Background: an optimization exercise with open tools, aiming at small area. Do not read the settings as production practice. In this exercise RTL edits were held to simulation tests only and were not proved equivalent to the original. Power figures rest on the tool's default switching activity, not on a simulated workload.

==> flow/run.sh <==
#!/bin/bash
# synth_recipe.tcl (not shown) runs the flow's synth.tcl, then flattens the netlist and writes it again
# the make line also repeats each setting of config.mk as NAME=value (left out here)
make -C /OpenROAD-flow-scripts/flow DESIGN_CONFIG=/design/flow/config.mk WORK_HOME=/design/flow/orfs CLKGATE_MAP_FILE= SYNTH_SCRIPT=/design/flow/synth_recipe.tcl finish
==> flow/design.v <==
package icmp_pkg;
    localparam int MAX_PACKET = 2047;
    localparam int CNT_W      = $clog2(MAX_PACKET + 1);
    localparam int LEN_W      = 11;
    localparam int CFG_IDX_W  = 1;
    localparam int CFG_DATA_W = 16;
    localparam logic [CFG_IDX_W-1:0] CFG_ECHO_ID      = CFG_IDX_W'(0);
    localparam logic [CFG_IDX_W-1:0] CFG_REPORT_OTHER = CFG_IDX_W'(1);
    localparam logic [CNT_W-1:0] POS_VER_IHL = CNT_W'(0);
    localparam logic [CNT_W-1:0] POS_TTL     = CNT_W'(8);
    localparam logic [CNT_W-1:0] POS_PROTO   = CNT_W'(9);
    localparam logic [CNT_W-1:0] OFF_TYPE    = CNT_W'(0);
    localparam logic [CNT_W-1:0] OFF_CODE    = CNT_W'(1);
    localparam logic [CNT_W-1:0] OFF_ID_LO   = CNT_W'(4);
    localparam logic [CNT_W-1:0] OFF_ID_HI   = CNT_W'(5);
    localparam logic [CNT_W-1:0] OFF_SEQ_LO  = CNT_W'(6);
    localparam logic [CNT_W-1:0] OFF_SEQ_HI  = CNT_W'(7);
    localparam logic [CNT_W-1:0] OFF_SEC_LO  = CNT_W'(8);
    localparam logic [CNT_W-1:0] OFF_SEC_HI  = CNT_W'(11);
    localparam logic [CNT_W-1:0] OFF_USEC_LO = CNT_W'(12);
    localparam logic [CNT_W-1:0] OFF_USEC_HI = CNT_W'(15);
    localparam logic [7:0]       PROTO_ICMP      = 8'd1;
    localparam logic [7:0]       ICMP_ECHO_REPLY = 8'd0;
    localparam logic [CNT_W-1:0] MIN_IP_LEN      = CNT_W'(20);
    localparam logic [CNT_W-1:0] ICMP_HDR_LEN    = CNT_W'(8);
    localparam logic [CNT_W-1:0] ICMP_ECHO_LEN   = CNT_W'(16);
    localparam logic [19:0]      USEC_PER_SEC    = 20'd1000000;
    typedef enum logic [1:0] {
        KIND_DROP  = 2'd0,
        KIND_ECHO  = 2'd1,
        KIND_OTHER = 2'd2
    } t_kind;
    typedef struct packed {
        logic [7:0]         data_byte;
        logic               last_byte;
        logic signed [31:0] recv_sec;
        logic [19:0]        recv_usec;
    } t_in;
    typedef struct packed {
        t_kind              kind;
        logic [LEN_W-1:0]   icmp_len;
        logic [7:0]         msg_type;
        logic [7:0]         msg_code;
        logic [15:0]        seq;
        logic [7:0]         ttl;
        logic signed [31:0] rtt_sec;
        logic [19:0]        rtt_usec;
    } t_out;
    typedef struct packed {
        logic [15:0] echo_id;
        logic        report_other;
    } t_cfg;
    typedef struct packed {
        logic [CNT_W-1:0] byte_count;
        logic [5:0]       hdr_len;
        logic [7:0]       protocol;
        logic [7:0]       ttl;
        logic [7:0]       msg_type;
        logic [7:0]       msg_code;
        logic [15:0]      id;
        logic [15:0]      seq;
        logic [31:0]      send_sec;
        logic [31:0]      send_usec;
    } t_pkt;
    typedef struct packed {
        t_kind            kind;
        logic [LEN_W-1:0] icmp_len;
        logic [7:0]       msg_type;
        logic [7:0]       msg_code;
        logic [15:0]      seq;
        logic [7:0]       ttl;
        logic [31:0]      send_sec;
        logic [31:0]      send_usec;
        logic [31:0]      recv_sec;
        logic [19:0]      recv_usec;
    } t_job;
endpackage
module icmp_front (
    input  logic           i_clk,
    input  logic           i_rst_n,
    input  logic           i_valid,
    output logic           o_ready,
    input  icmp_pkg::t_in  i_data,
    input  icmp_pkg::t_cfg i_cfg,
    output logic           o_job_valid,
    input  logic           i_job_ready,
    output icmp_pkg::t_job o_job
);
    icmp_pkg::t_pkt r_pkt;
    icmp_pkg::t_pkt n_pkt;
    icmp_pkg::t_pkt c_pkt;
    logic                       accept;
    logic [icmp_pkg::CNT_W-1:0] pos;
    logic [icmp_pkg::CNT_W-1:0] off;
    logic [icmp_pkg::CNT_W-1:0] hl;
    logic [icmp_pkg::CNT_W-1:0] len;
    logic [icmp_pkg::CNT_W-1:0] ilen;
    logic                       icmp_ok;
    icmp_pkg::t_kind            kind;
    assign o_ready     = i_job_ready;
    assign accept      = i_valid && o_ready;
    assign o_job_valid = i_valid && i_data.last_byte;
    always_comb begin
        c_pkt = r_pkt;
        pos   = r_pkt.byte_count;
        off   = '0;
        if (accept && (r_pkt.byte_count < icmp_pkg::CNT_W'(icmp_pkg::MAX_PACKET))) begin
            if (pos == icmp_pkg::POS_VER_IHL) c_pkt.hdr_len = {i_data.data_byte[3:0], 2'b00};
            if (pos == icmp_pkg::POS_TTL)     c_pkt.ttl = i_data.data_byte;
            if (pos == icmp_pkg::POS_PROTO)   c_pkt.protocol = i_data.data_byte;
            if (pos >= icmp_pkg::CNT_W'(c_pkt.hdr_len)) begin
                off = pos - icmp_pkg::CNT_W'(c_pkt.hdr_len);
                case (off)
                    icmp_pkg::OFF_TYPE:   c_pkt.msg_type = i_data.data_byte;
                    icmp_pkg::OFF_CODE:   c_pkt.msg_code = i_data.data_byte;
                    icmp_pkg::OFF_ID_LO:  c_pkt.id[7:0] = i_data.data_byte;
                    icmp_pkg::OFF_ID_HI:  c_pkt.id[15:8] = i_data.data_byte;
                    icmp_pkg::OFF_SEQ_LO: c_pkt.seq[7:0] = i_data.data_byte;
                    icmp_pkg::OFF_SEQ_HI: c_pkt.seq[15:8] = i_data.data_byte;
                    default: begin
                        if ((off >= icmp_pkg::OFF_SEC_LO) && (off <= icmp_pkg::OFF_SEC_HI)) begin
                            c_pkt.send_sec[{off[1:0], 3'b000} +: 8] = i_data.data_byte;
                        end else if ((off >= icmp_pkg::OFF_USEC_LO)
                                     && (off <= icmp_pkg::OFF_USEC_HI)) begin
                            c_pkt.send_usec[{off[1:0], 3'b000} +: 8] = i_data.data_byte;
                        end
                    end
                endcase
            end
            c_pkt.byte_count = r_pkt.byte_count + 1'b1;
        end
        len     = c_pkt.byte_count;
        hl      = icmp_pkg::CNT_W'(c_pkt.hdr_len);
        ilen    = len - hl;
        icmp_ok = (c_pkt.protocol == icmp_pkg::PROTO_ICMP) && (len >= icmp_pkg::MIN_IP_LEN)
                  && (len >= hl + icmp_pkg::ICMP_HDR_LEN);
        kind    = icmp_pkg::KIND_DROP;
        if (icmp_ok) begin
            if (c_pkt.msg_type == icmp_pkg::ICMP_ECHO_REPLY) begin
                if ((c_pkt.id == i_cfg.echo_id) && (ilen >= icmp_pkg::ICMP_ECHO_LEN)) begin
                    kind = icmp_pkg::KIND_ECHO;
                end
            end else if (i_cfg.report_other) begin
                kind = icmp_pkg::KIND_OTHER;
            end
        end
        o_job.kind      = kind;
        o_job.icmp_len  = icmp_pkg::LEN_W'(ilen);
        o_job.msg_type  = c_pkt.msg_type;
        o_job.msg_code  = c_pkt.msg_code;
        o_job.seq       = c_pkt.seq;
        o_job.ttl       = c_pkt.ttl;
        o_job.send_sec  = c_pkt.send_sec;
        o_job.send_usec = c_pkt.send_usec;
        o_job.recv_sec  = i_data.recv_sec;
        o_job.recv_usec = i_data.recv_usec;
        n_pkt = (accept && i_data.last_byte) ? '0 : c_pkt;
    end
    always_ff @(posedge i_clk) begin
        if (!i_rst_n) begin
            r_pkt <= '0;
        end else begin
            r_pkt <= n_pkt;
        end
    end
endmodule
module icmp_queue (
    input  logic           i_clk,
    input  logic           i_rst_n,
    input  logic           i_valid,
    output logic           o_ready,
    input  icmp_pkg::t_job i_job,
    output logic           o_valid,
    input  logic           i_ready,
    output icmp_pkg::t_job o_job
);
    icmp_pkg::t_job r_head;
    icmp_pkg::t_job r_tail;
    logic           r_head_v;
    logic           r_tail_v;
    logic           push;
    logic           pop;
    assign o_ready = !r_tail_v;
    assign o_valid = r_head_v;
    assign o_job   = r_head;
    assign push    = i_valid && o_ready;
    assign pop     = r_head_v && i_ready;
    always_ff @(posedge i_clk) begin
        if (!i_rst_n) begin
            r_head_v <= 1'b0;
            r_tail_v <= 1'b0;
        end else if (pop) begin
            if (r_tail_v) begin
                r_tail_v <= 1'b0;
            end else begin
                r_head_v <= push;
            end
        end else if (push) begin
            if (r_head_v) begin
                r_tail_v <= 1'b1;
            end else begin
                r_head_v <= 1'b1;
            end
        end
    end
    always_ff @(posedge i_clk) begin
        if (pop) begin
            if (r_tail_v) begin
                r_head <= r_tail;
            end else if (push) begin
                r_head <= i_job;
            end
        end else if (push) begin
            if (r_head_v) begin
                r_tail <= i_job;
            end else begin
                r_head <= i_job;
            end
        end
    end
endmodule
module icmp_back (
    input  logic           i_clk,
    input  logic           i_rst_n,
    input  logic           i_valid,
    output logic           o_ready,
    input  icmp_pkg::t_job i_job,
    output logic           o_valid,
    input  logic           i_ready,
    output icmp_pkg::t_out o_data
);
    icmp_pkg::t_out     r_out;
    icmp_pkg::t_out     n_out;
    logic               r_out_v;
    logic signed [33:0] usec_diff;
    logic               borrow;
    logic [19:0]        rtt_usec;
    logic [31:0]        rtt_sec;
    assign o_ready = !r_out_v || i_ready;
    assign o_valid = r_out_v;
    assign o_data  = r_out;
    always_comb begin
        usec_diff = $signed({14'd0, i_job.recv_usec})
                    - $signed({{2{i_job.send_usec[31]}}, i_job.send_usec});
        borrow    = usec_diff[33];
        rtt_usec  = usec_diff[19:0] + (borrow ? icmp_pkg::USEC_PER_SEC : 20'd0);
        rtt_sec   = i_job.recv_sec - i_job.send_sec - {31'd0, borrow};
        n_out = '0;
        case (i_job.kind)
            icmp_pkg::KIND_ECHO: begin
                n_out.kind      = icmp_pkg::KIND_ECHO;
                n_out.icmp_len  = i_job.icmp_len;
                n_out.msg_type  = i_job.msg_type;
                n_out.msg_code  = i_job.msg_code;
                n_out.seq       = i_job.seq;
                n_out.ttl       = i_job.ttl;
                n_out.rtt_sec   = $signed(rtt_sec);
                n_out.rtt_usec  = rtt_usec;
            end
            icmp_pkg::KIND_OTHER: begin
                n_out.kind      = icmp_pkg::KIND_OTHER;
                n_out.icmp_len  = i_job.icmp_len;
                n_out.msg_type  = i_job.msg_type;
                n_out.msg_code  = i_job.msg_code;
            end
            default: n_out = '0;
        endcase
    end
    always_ff @(posedge i_clk) begin
        if (!i_rst_n) begin
            r_out_v <= 1'b0;
        end else if (o_ready) begin
            r_out_v <= i_valid;
        end
    end
    always_ff @(posedge i_clk) begin
        if (i_valid && o_ready) begin
            r_out <= n_out;
        end
    end
endmodule
module icmp_echo_reply_parser (
    input  logic                                i_clk,
    input  logic                                i_rst_n,
    input  logic                                i_valid,
    output logic                                o_ready,
    input  icmp_pkg::t_in                       i_data,
    output logic                                o_valid,
    input  logic                                i_ready,
    output icmp_pkg::t_out                      o_data,
    input  logic                                i_cfg_we,
    input  logic [icmp_pkg::CFG_IDX_W-1:0]      i_cfg_idx,
    input  logic [icmp_pkg::CFG_DATA_W-1:0]     i_cfg_data
);
    icmp_pkg::t_cfg r_cfg;
    icmp_pkg::t_job front_job;
    icmp_pkg::t_job back_job;
    logic           front_valid;
    logic           front_ready;
    logic           back_valid;
    logic           back_ready;
    always_ff @(posedge i_clk) begin
        if (!i_rst_n) begin
            r_cfg.echo_id      <= 16'd0;
            r_cfg.report_other <= 1'b1;
        end else if (i_cfg_we) begin
            case (i_cfg_idx)
                icmp_pkg::CFG_ECHO_ID:      r_cfg.echo_id <= i_cfg_data[15:0];
                icmp_pkg::CFG_REPORT_OTHER: r_cfg.report_other <= i_cfg_data[0];
                default: ;
            endcase
        end
    end
    icmp_front u_front (
        .i_clk       (i_clk),
        .i_rst_n     (i_rst_n),
        .i_valid     (i_valid),
        .o_ready     (o_ready),
        .i_data      (i_data),
        .i_cfg       (r_cfg),
        .o_job_valid (front_valid),
        .i_job_ready (front_ready),
        .o_job       (front_job)
    );
    icmp_queue u_queue (
        .i_clk   (i_clk),
        .i_rst_n (i_rst_n),
        .i_valid (front_valid),
        .o_ready (front_ready),
        .i_job   (front_job),
        .o_valid (back_valid),
        .i_ready (back_ready),
        .o_job   (back_job)
    );
    icmp_back u_back (
        .i_clk   (i_clk),
        .i_rst_n (i_rst_n),
        .i_valid (back_valid),
        .o_ready (back_ready),
        .i_job   (back_job),
        .o_valid (o_valid),
        .i_ready (i_ready),
        .o_data  (o_data)
    );
endmodule
==> flow/constraint.sdc <==
create_clock -name core_clock -period 10.0 [get_ports {i_clk}]
set_input_delay 2.0000 -clock core_clock [delete_from_list [all_inputs] [get_ports {i_clk}]]
set_output_delay 2.0000 -clock core_clock [all_outputs]
set_load 0.01 [all_outputs]
==> flow/config.mk <==
export PLATFORM = sky130hd
export DESIGN_NAME = icmp_echo_reply_parser
export DESIGN_NICKNAME = icmp_echo_reply_parser
export VERILOG_FILES = /design/flow/design.v
export SDC_FILE = /design/flow/constraint.sdc
export NUM_CORES = 4
export LEC_CHECK = 0
export CAP_MARGIN = 20
export CORE_MARGIN = 2
export CORE_UTILIZATION = 40
export SLEW_MARGIN = 20
==> notes.md <==
-- cells in the mapped netlist, types with 20 or more instances --
cell      count  area (sq um)
o21ai_0      36         180.2
nand2_1     274          1028
a21oi_1     173         865.8
dfxtp_1     165          3303
clkbuf_1     91         341.6
a22oi_1      65         488.0
and2_1       40         250.2
nor2_1      339          1272
inv_1       269          1010
a21o_1       23         172.7
ha_1        118          1476
nand3_1      34         170.2
a21boi_0     20         150.1
mux2i_1      72         720.7
xnor2_1      42         367.9
edfxtp_1    443         13300
xor2_1       27         236.5
nor2b_1      50         312.8
-- state kept, by name (all words and copies together) (netlist names) --
name,cells
u_queue.r_head,169
u_queue.r_head_v,1
u_back.r_out,105
u_queue.r_tail,169
u_front.r_pkt,145
r_cfg,17
u_queue.r_tail_v,1
u_back.r_out_v,1
-- area by class of cell --
class                   instances  area [sq um]
fillers                      6171         35820
multi-input cells            1545          9537
clock inverters                33         345.3
repair buffers                207          2031
inverters                     271          1017
clock buffers                  90          1888
well taps                     882          1104
flip-flops and latches        608         16610
-- where the power goes --
group | switching (W) | internal, W
combinational | 0.000297 | 0.000204
sequential | 0.0000222 | 0.00275
clock | 0.00101 | 0.00149
-- kinds of logic after synthesis --
logic type,share of synthesized area [%]
mux,2.795
flops,60.42
buf+inv,5.067
simple gates,14.02
xor+xnor,2.199
compound gates,9.757
fa+ha+maj,5.736
-- worst max-delay path: cells and delay by family, from the launching register on --
kind / cells / cell delay, ns
AND/OR/NAND/NOR: 5 / 0.93
AO/OA/AOI/OAI: 12 / 3.04
XOR/XNOR: 1 / 0.16
buffers and inverters: 2 / 0.09
flip-flops: 1 / 0.32
adder cells (fa/ha/maj): 5 / 1.74
-- routing by layer --
metal  routed length (microns)  share of wire (%)  vias to the layer above  global-route usage (%)
met5                         0                  0                        -                       0
met3                      2162                3.3                      110                   2.292
li1                          -                  -                     9105                       -
met1                     29310                 45                     8889                   23.73
met2                     31690                 49                      327                   30.89
met4                      1859                2.9                        0                   6.681
-- worst max-delay path by stage --
stage / cells after the start / to / slack [ns]
4_1_cts: 24 / u_back.r_out[48] / 3.41
6_report: 25 / u_back.r_out[48] / 3.41
3_5_place_dp: 24 / u_back.r_out[48] / 3.44
2_1_floorplan: 3 / u_queue.r_head[0] / 2.18
3_3_place_gp: 22 / u_back.r_out[48] / 3.61
5_1_grt: 24 / u_back.r_out[48] / 2.72
-- through the flow --
stage          cells  cell area [sq um]  hold WS (ns)  utilization, %
6_report        3636              32530        0.4728           47.59
5_1_grt         3636              32530        0.4979           47.59
4_1_cts         3635              32520        0.4716           47.58
3_5_place_dp    3512              30280        0.4636           44.31
3_3_place_gp    3512              30280        0.4422           44.31
2_1_floorplan   2521              27490        0.4319               -
==> notes.md <==
### Status
- status: complete, no violations

### STA
- final number of setup-violating endpoints: 0
- final clock period utilization by the worst path: 65.93%
- Fin Setup TNS: 0 ns
- Layout Skew: 0.01939 ns
- clock period minus final worst setup slack: 6.593 ns
- hold violation total from the final report: 0
- worst relative slew slack: 16.69%
- slew of the pin with the lowest slew margin: 1.250 ns
- fin. max-slew vios: 0
- setup repair after global routing missed its margin: no
- highest clock frequency the design can meet: 151.7 MHz
- setup slack after layout: 3.407 ns

### Detailed routing
- DRC: 0
- final wirelength: 65.02 mm
- remaining antenna violation count after routing: 0
- first-iteration detailed-routing DRC count: 1236
- Via density: 5.069
- Avg WL per Cell: 17.88 microns
- via count: 18430
- first-pass iteration count of the detailed router: 5

### Die
- Cell Rows: 96
- height of the die: 266.1 microns
- overall die area: 70820 sq um
- overall die width: 266.1 microns
- Core Region: 68350 sq um
- IO Count: 190
- initial core utilization: 40.21%

### CTS
- clock latency on the worst-skew pair: 0.61 ns
- Worst-path clk slew: 0.06 ns
- post-CTS sizing: 0
- number of clock sinks: 608
- number of H-tree branching levels: 3
- clock tree from TritonCTS: done
- clock buffers created by TritonCTS: 67
- Post-CTS Repair Setup Buffers: 0
- Root Driver: clkbuf_16
- post-cts hold buffer count: 0
- maximum clock path buffer count: 3

### Critical path
- endpoint of the lowest-slack register-to-register path: u_back.r_out[48]
- Worst setup SP type: register
- arrival time of the worst setup path: 6.91 ns
- reg-to-reg critical path startpoint: u_queue.r_head[0]
- kind of end point of the critical path: register
- critical path peak fanout: 8
- minimum setup slack among reg-to-reg paths: 3.41 ns
- depth of the worst register-to-register path: 25
- Setup crit start: u_queue.r_head[0]
- Data required, critical path: 10.32 ns
- Crit Path Class: register to register
- longest individual stage delay on the worst path: 0.55 ns
- CP max-delay cell: fa_1

### Finish
- most frequent cells in the layout: edfxtp_1, nor2_1, nand2_1
- Layout Nets: 2906
- ratio of cells with drive above 1 in the final layout: 5.410%
- most common cell after layout, fill and taps aside: edfxtp_1
- layout overhead on the synthesized area: 18.36%
- antenna cells: 0

### Synth
- count of flip-flops with a built-in enable after synthesis: 443
- yosys synthesis warning count: 4
- number of synthesized register bits: 608
- Cells after Synth: 2521
- portion of the post-synthesis area used by sequential elements: 60.42%
- Post-synth top flop: edfxtp_1
- post-synthesis cell type count: 76
- Async SR Flop Fraction: 0%
- number of nets in the synthesized netlist: 2727
- average footprint of a synthesized cell: 10.90 sq um
- Mapped Area: 27480 sq um

### Placement
- pre-CTS setup slack: 3.443 ns
- detailed placement HPWL: 42.52 mm
- number of I/O port buffers: 189
- weighted congestion reported at the end of routability-driven placement: 0.8609

### Worst hold path
- Hold Path Cell Cnt: 2
- end point of the worst hold path: u_front.r_pkt[84]
- startpoint of the tightest hold check path: u_front.r_pkt[84]
- type of the worst min-delay path: register to register

### Global route
- GRT Total Usage: 18.15%
- global-route wire length before repair: 100.7 mm
- antenna violations before repair: 0
- maximum number of pins on one net before global-route repair: 163
- via count of the first global-routing pass: 18020
- GR Overflow Total: 0

### Flow run
- number of max-cap violations: 0

### Pwr
- Pwr Density: 177.7 nW/um^2
- overall power consumption: 0.005780 W
- leakage component of the power: 13.57 nW
- worst voltage drop across the vdd grid: 0.1069 mV

-- afterwards: timing with drivers on the ports --
In the flow no input, the clock included, has a driving cell. The finished layout below was timed again as built, in two steps. Step 1 sets driving cells, clkbuf_16 on the clock port and buf_2 on the other inputs (assumed; they add their load-dependent delay and slew). Step 2 times the ports against the registers' clock, not the clock port: input delays grow and output delays shrink by t, the midpoint of the rising clock arrivals with the driver on. Slacks: ideal ports / drivers / drivers and shift; pairs: ideal ports / drivers.
shift t [ns]: 0.657
setup slack, ns: 3.407 / 3.407 / 3.407
worst setup path after step 2: register to register
worst data-port slew with drivers (ns): 0.06
pins driven straight from the clock port: 1
After both steps setup and hold are still met in this run. For this run, drivers alone change the setup slack by 0.000 ns; drivers and shift together by 0.000 ns.
